This is an optimization exercise on Yosys and OpenROAD, whose aim is small area, not a production implementation.
RTL that was checked went through simulation tests only; none was proved equivalent to the original.
Power and IR drop assume default switching activity.

// idct8_serial
module idct8_serial (
  input  logic        clk,
  input  logic        rst,
  input  logic        in_valid,
  input  logic [24:0] in,
  output logic        out_valid,
  output logic        frame_start,
  output logic [24:0] O
);
clock: 15.0 ns
lec_check: 0
cap_margin: 20
core_margin: 2
core_utilization: 55
cts_buf_list: sky130_fd_sc_hd__clkbuf_8
cts_cluster_diameter: 60
cts_cluster_size: 16
slew_margin: 20
run.sh (not shown) runs the stock make flow with config.mk's settings and CLKGATE_MAP_FILE= SYNTH_SCRIPT=/design/flow/synth_recipe.tcl, a recipe that flattens the netlist after the stock synthesis.
The first run ran to the end with no violations.
Then changed:
Settings changed: CTS_BUF_LIST sky130_fd_sc_hd__clkbuf_8 to sky130_fd_sc_hd__clkbuf_16, CTS_CLUSTER_DIAMETER 60 to 80, CTS_CLUSTER_SIZE 16 to 30.
Routed wire length is lower by about 0.6%.
Sequential cell count is unchanged.
Synthesized cell count is unchanged.
Global-route usage decreases by 0.29 points.
Clock-buffer cell count falls by 19.
Hold slack gains 0.011 ns.
No run of this note included a check of the RTL's function; only the layout flow was run.

* * *

idct8_serial, a different RTL version from the one above (not shown whole).
For scale: ~470 flip-flops, roughly 0.034 mm² of cells after synthesis.
==> flow/config.mk <==
export PLATFORM = sky130hd
export DESIGN_NAME = idct8_serial
export DESIGN_NICKNAME = idct8_serial
export VERILOG_FILES = /design/flow/design.v
export SDC_FILE = /design/flow/constraint.sdc
export NUM_CORES = 4
export LEC_CHECK = 0
export ABC_AREA = 1
export CAP_MARGIN = 10
export CORE_MARGIN = 2
export CORE_UTILIZATION = 55
export SLEW_MARGIN = 10
export BUFFER_PORTS_ARGS = -buffer_cell sky130_fd_sc_hd__buf_1
export CTS_ARGS = -sink_clustering_enable -repair_clock_nets -dont_use_dummy_load -buf_list sky130_fd_sc_hd__clkbuf_8 -sink_clustering_size 16 -sink_clustering_max_diameter 60
==> flow/constraint.sdc <==
create_clock -name core_clock -period 15.0 [get_ports {clk}]
set_input_delay 3.0000 -clock core_clock [delete_from_list [all_inputs] [get_ports {clk}]]
set_output_delay 3.0000 -clock core_clock [all_outputs]
set_load 0.01 [all_outputs]
standard.sh (not shown) runs the stock make flow with config.mk's settings and CLKGATE_MAP_FILE= SYNTH_SCRIPT=/design/flow/synth_recipe.tcl, a recipe that flattens the netlist after the stock synthesis.
==> flow/flow/run.sh <==
#!/bin/bash
# Layout flow: the standard ORFS flow (standard.sh, unchanged synthesis),
# with two changes to the cells the layout steps insert:
#  - port buffers are sky130_fd_sc_hd__buf_1 (every port still gets one)
#  - clock tree synthesis uses clkbuf_8 clusters and adds no dummy loads
# make's full output goes to standard.log; ORFS keeps each step's log under orfs/logs.
set -euo pipefail
cat >> config.mk <<'EOT'
export BUFFER_PORTS_ARGS = -buffer_cell sky130_fd_sc_hd__buf_1
export CTS_ARGS = -sink_clustering_enable -repair_clock_nets -dont_use_dummy_load -buf_list sky130_fd_sc_hd__clkbuf_8 -sink_clustering_size 16 -sink_clustering_max_diameter 60
EOT
bash standard.sh > standard.log 2>&1
Next try:
==> flow/run.sh (new file) <==
#!/bin/bash
# synth_recipe.tcl (not shown) runs the flow's synth.tcl, then flattens the netlist and writes it again
# the make line also repeats each setting of config.mk as NAME=value (left out here)
make -C /OpenROAD-flow-scripts/flow DESIGN_CONFIG=/design/flow/config.mk WORK_HOME=/design/flow/orfs CLKGATE_MAP_FILE= SYNTH_SCRIPT=/design/flow/synth_recipe.tcl finish
Settings changed: ABC_AREA 1 to not set, BUFFER_PORTS_ARGS -buffer_cell sky130_fd_sc_hd__buf_1 to not set, CAP_MARGIN 10 to 20, CTS_ARGS -sink_clustering_enable -repair_clock_nets -dont_use_dummy_load -buf_list sky130_fd_sc_hd__clkbuf_8 -sink_clustering_size 16 -sink_clustering_max_diameter 60 to not set, CTS_BUF_LIST set to sky130_fd_sc_hd__clkbuf_16, CTS_CLUSTER_DIAMETER set to 80, CTS_CLUSTER_SIZE set to 30, SLEW_MARGIN 10 to 20.
removed: flow/flow/run.sh
removed: flow/standard.sh
Utilization came out higher by 1.5 points.
Final area came out higher by 2.7%.
Synthesized cell count came out lower by 15%.
Sequential share of layout area came out lower by 0.78 points.
Total power came out higher by 4.0%.
Setup slack got worse by 0.22 ns.
Combinational power came out higher by about 1%.
Register-to-register slack got worse by 0.22 ns.
First-iteration DRC count came out lower by 33%.
Next try:
==> flow/flow/run.sh (new file) <==
#!/bin/bash
# Layout flow: the standard ORFS flow (standard.sh, unchanged synthesis),
# with two changes to the cells the layout steps insert:
#  - port buffers are sky130_fd_sc_hd__buf_1 (every port still gets one)
#  - clock tree synthesis uses clkbuf_8 clusters and adds no dummy loads
# make's full output goes to standard.log; ORFS keeps each step's log under orfs/logs.
set -euo pipefail
cat >> config.mk <<'EOT'
export BUFFER_PORTS_ARGS = -buffer_cell sky130_fd_sc_hd__buf_1
export CTS_ARGS = -sink_clustering_enable -repair_clock_nets -dont_use_dummy_load -buf_list sky130_fd_sc_hd__clkbuf_8 -sink_clustering_size 16 -sink_clustering_max_diameter 60
EOT
bash standard.sh > standard.log 2>&1
==> flow/standard.sh (new file) <==
#!/bin/bash
# synth_recipe.tcl (not shown) runs the flow's synth.tcl, then flattens the netlist and writes it again
# the make line also repeats each setting of config.mk as NAME=value (left out here)
make -C /OpenROAD-flow-scripts/flow DESIGN_CONFIG=/design/flow/config.mk WORK_HOME=/design/flow/orfs CLKGATE_MAP_FILE= SYNTH_SCRIPT=/design/flow/synth_recipe.tcl "${@:-finish}"
Settings changed: BUFFER_PORTS_ARGS set to -buffer_cell sky130_fd_sc_hd__buf_1, CTS_ARGS set to -sink_clustering_enable -repair_clock_nets -dont_use_dummy_load -buf_list sky130_fd_sc_hd__clkbuf_8 -sink_clustering_size 16 -sink_clustering_max_diameter 60, CTS_BUF_LIST sky130_fd_sc_hd__clkbuf_16 to not set, CTS_CLUSTER_DIAMETER 80 to not set, CTS_CLUSTER_SIZE 30 to not set.
removed: flow/run.sh
Result:
- non-clock buffer count rose by 3
- worst setup slack improved by 0.041 ns
- worst hold slack improved by 0.0066 ns
- sequential cell count is unchanged
- cell count stays flat
- die area does not change
- final area fell by 2.3%
- power fell by 4.4%

* * *

Another version of the RTL of idct8_serial (not shown whole).
Size in the first run: about 2,900 cells after synthesis, roughly 55 I/O pins, ~30,000 um2 of cells after synthesis.
clock: 15.0 ns
lec_check: 0
abc_area: 1
cap_margin: 0
core_margin: 2
core_utilization: 55
slew_margin: 0
buffer_ports_args: -buffer_cell sky130_fd_sc_hd__buf_1
cts_args: -sink_clustering_enable -repair_clock_nets -dont_use_dummy_load -buf_list sky130_fd_sc_hd__clkbuf_4 -sink_clustering_size 10 -sink_clustering_max_diameter 50
==> flow/flow/run.sh <==
#!/bin/bash
# Layout flow: the standard ORFS flow (standard.sh, unchanged synthesis),
# with two changes to the cells the layout steps insert:
#  - port buffers are sky130_fd_sc_hd__buf_1 (every port still gets one)
#  - clock tree synthesis uses clkbuf_4 clusters and adds no dummy loads
# make's full output goes to standard.log; ORFS keeps each step's log under orfs/logs.
set -euo pipefail
cat >> config.mk <<'EOT'
export BUFFER_PORTS_ARGS = -buffer_cell sky130_fd_sc_hd__buf_1
export CTS_ARGS = -sink_clustering_enable -repair_clock_nets -dont_use_dummy_load -buf_list sky130_fd_sc_hd__clkbuf_4 -sink_clustering_size 10 -sink_clustering_max_diameter 50
EOT
bash standard.sh > standard.log 2>&1
The baseline produced a clean layout.
Then changed:
--- a/flow/flow/run.sh
+++ b/flow/flow/run.sh
@@ -5 +5 @@
-#  - clock tree synthesis uses clkbuf_4 clusters and adds no dummy loads
+#  - clock tree synthesis uses clkbuf_8 clusters and adds no dummy loads
@@ -10 +10 @@
-export CTS_ARGS = -sink_clustering_enable -repair_clock_nets -dont_use_dummy_load -buf_list sky130_fd_sc_hd__clkbuf_4 -sink_clustering_size 10 -sink_clustering_max_diameter 50
+export CTS_ARGS = -sink_clustering_enable -repair_clock_nets -dont_use_dummy_load -buf_list sky130_fd_sc_hd__clkbuf_8 -sink_clustering_size 16 -sink_clustering_max_diameter 60
Settings changed: CAP_MARGIN 0 to 20, CTS_ARGS -sink_clustering_enable -repair_clock_nets -dont_use_dummy_load -buf_list sky130_fd_sc_hd__clkbuf_4 -sink_clustering_size 10 -sink_clustering_max_diameter 50 to -sink_clustering_enable -repair_clock_nets -dont_use_dummy_load -buf_list sky130_fd_sc_hd__clkbuf_8 -sink_clustering_size 16 -sink_clustering_max_diameter 60, SLEW_MARGIN 0 to 20.
Effect: Sequential power barely changes. Critical path depth is unchanged. Final area went up by about 0.5%. Synthesized cell count is unchanged. Via count went down by about 1.1%.

* * *

== north ==
idct8_serial again, from the RTL that the note above started with.
## idct8_serial
module idct8_serial (
  input  logic        clk,
  input  logic        rst,
  input  logic        in_valid,
  input  logic [24:0] in,
  output logic        out_valid,
  output logic        frame_start,
  output logic [24:0] O
);
  logic [2:0]  k;
  logic        primed;
  logic        pend;           
  logic [17:0] xh;             
  logic [12:0] accp_a [0:3], accq_a [0:3], sump_a [0:3], sumq_a [0:3];
  logic [20:0] accp_b [0:3], accq_b [0:3], sump_b [0:3], sumq_b [0:3];
  logic [3:0]  cp, cq, cp_q, cq_q;
  logic [20:0] obuf [1:7];
  logic [20:0] o_q;
  logic [12:0] m7_a; logic m7_c, m7_cq;
  logic [14:0] m7_b;
  logic [12:0] m9_a; logic m9_c, m9_cq;
  logic [15:0] m9_b;
  logic [12:0] m11_a; logic m11_c, m11_cq;
  logic [15:0] m11_b;
  wire [12:0] d32_a = {in[7], in[6], in[5], in[4], in[3], in[2], in[1], in[0], 1'b0, 1'b0, 1'b0, 1'b0, 1'b0};
  wire [17:0] d32_b = {xh[17], xh[17], xh[16], xh[15], xh[14], xh[13], xh[12], xh[11], xh[10], xh[9], xh[8], xh[7], xh[6], xh[5], xh[4], xh[3], xh[2], xh[1]};
  wire [12:0] d44_a = {m11_a[10], m11_a[9], m11_a[8], m11_a[7], m11_a[6], m11_a[5], m11_a[4], m11_a[3], m11_a[2], m11_a[1], m11_a[0], 1'b0, 1'b0};
  ...
Settings: LEC_CHECK=0, ABC_AREA=1, CAP_MARGIN=20, CORE_MARGIN=2, CORE_UTILIZATION=55, SLEW_MARGIN=20, BUFFER_PORTS_ARGS=-buffer_cell sky130_fd_sc_hd__buf_1, CTS_ARGS=-sink_clustering_enable -repair_clock_nets -dont_use_dummy_load -buf_list sky130_fd_sc_hd__clkbuf_4 -sink_clustering_size 10 -sink_clustering_max_diameter 50; clock period 15.0 ns.
==> flow/flow/run.sh <==
#!/bin/bash
# Layout flow: the standard ORFS flow (standard.sh, unchanged synthesis),
# with two changes to the cells the layout steps insert:
#  - port buffers are sky130_fd_sc_hd__buf_1 (every port still gets one)
#  - clock tree synthesis uses clkbuf_4 clusters and adds no dummy loads
# make's full output goes to standard.log; ORFS keeps each step's log under orfs/logs.
set -euo pipefail
cat >> config.mk <<'EOT'
export BUFFER_PORTS_ARGS = -buffer_cell sky130_fd_sc_hd__buf_1
export CTS_ARGS = -sink_clustering_enable -repair_clock_nets -dont_use_dummy_load -buf_list sky130_fd_sc_hd__clkbuf_4 -sink_clustering_size 10 -sink_clustering_max_diameter 50
EOT
bash standard.sh > standard.log 2>&1
The following lists how south was set up differently from north:
- CORE_UTILIZATION changed from 55 to 65
- GPL_TIMING_DRIVEN newly set to 0
[summary]
Post-placement cell count: north vs south — no meaningful difference. Summary of the comparison: initial antenna violation count is higher in south, relative to north. south gives less later-pin clock latency in the skew report than north did. Cell count along the critical path: south vs north, no meaningful difference. Diff north -> south: clock skew dropped 0.027 ns, synthesized netlist cell count barely changed, switching share of total power climbed 0.68 points, non-clock buffer area fraction after layout climbed 1.7 points, part of the total power dissipated in combinational logic climbed 1.2 points.

==> separate check: timing with driven ports <==
How much do the figures lean on ideal ports? The routed layouts below were timed once more, with nothing changed but the port constraints. Step 1: set_driving_cell puts a clkbuf_16 on clk and a buf_2 on each other input, an assumption about the parent block. Step 2 moves the port delays by t, midway between the first and last clock arrival at a register: inputs arrive t later, outputs are due t later. That takes back most of the time a late clock gives input paths. Slacks: ideal / step 1 / step 2; pairs: ideal / step 1.
| run | t (ns) | setup WS [ns] | hold WS [ns] |
|---|---|---|---|
| the first run of note 1 | 0.736 | 1.313 / 1.313 / 1.313 | 0.427 / 0.427 / 0.427 |
| the second run of note 1 | 0.688 | 1.295 / 1.295 / 1.295 | 0.438 / 0.438 / 0.438 |
| the first run of note 2 | 0.678 | 1.465 / 1.465 / 1.465 | 0.416 / 0.416 / 0.416 |
| the second run of note 2 | 0.702 | 1.244 / 1.244 / 1.244 | 0.425 / 0.425 / 0.425 |
| the third run of note 2 | 0.693 | 1.286 / 1.286 / 1.286 | 0.431 / 0.431 / 0.431 |
| the first run of note 3 | 0.907 | 1.534 / 1.534 / 1.534 | 0.533 / 0.533 / 0.533 |
| the second run of note 3 | 0.681 | 1.551 / 1.551 / 1.551 | 0.491 / 0.491 / 0.491 |
| north | 0.907 | 1.534 / 1.534 / 1.534 | 0.533 / 0.533 / 0.533 |
| south | 0.861 | 0.970 / 0.970 / 0.970 | 0.485 / 0.485 / 0.485 |
After both steps every run listed still meets setup and hold.
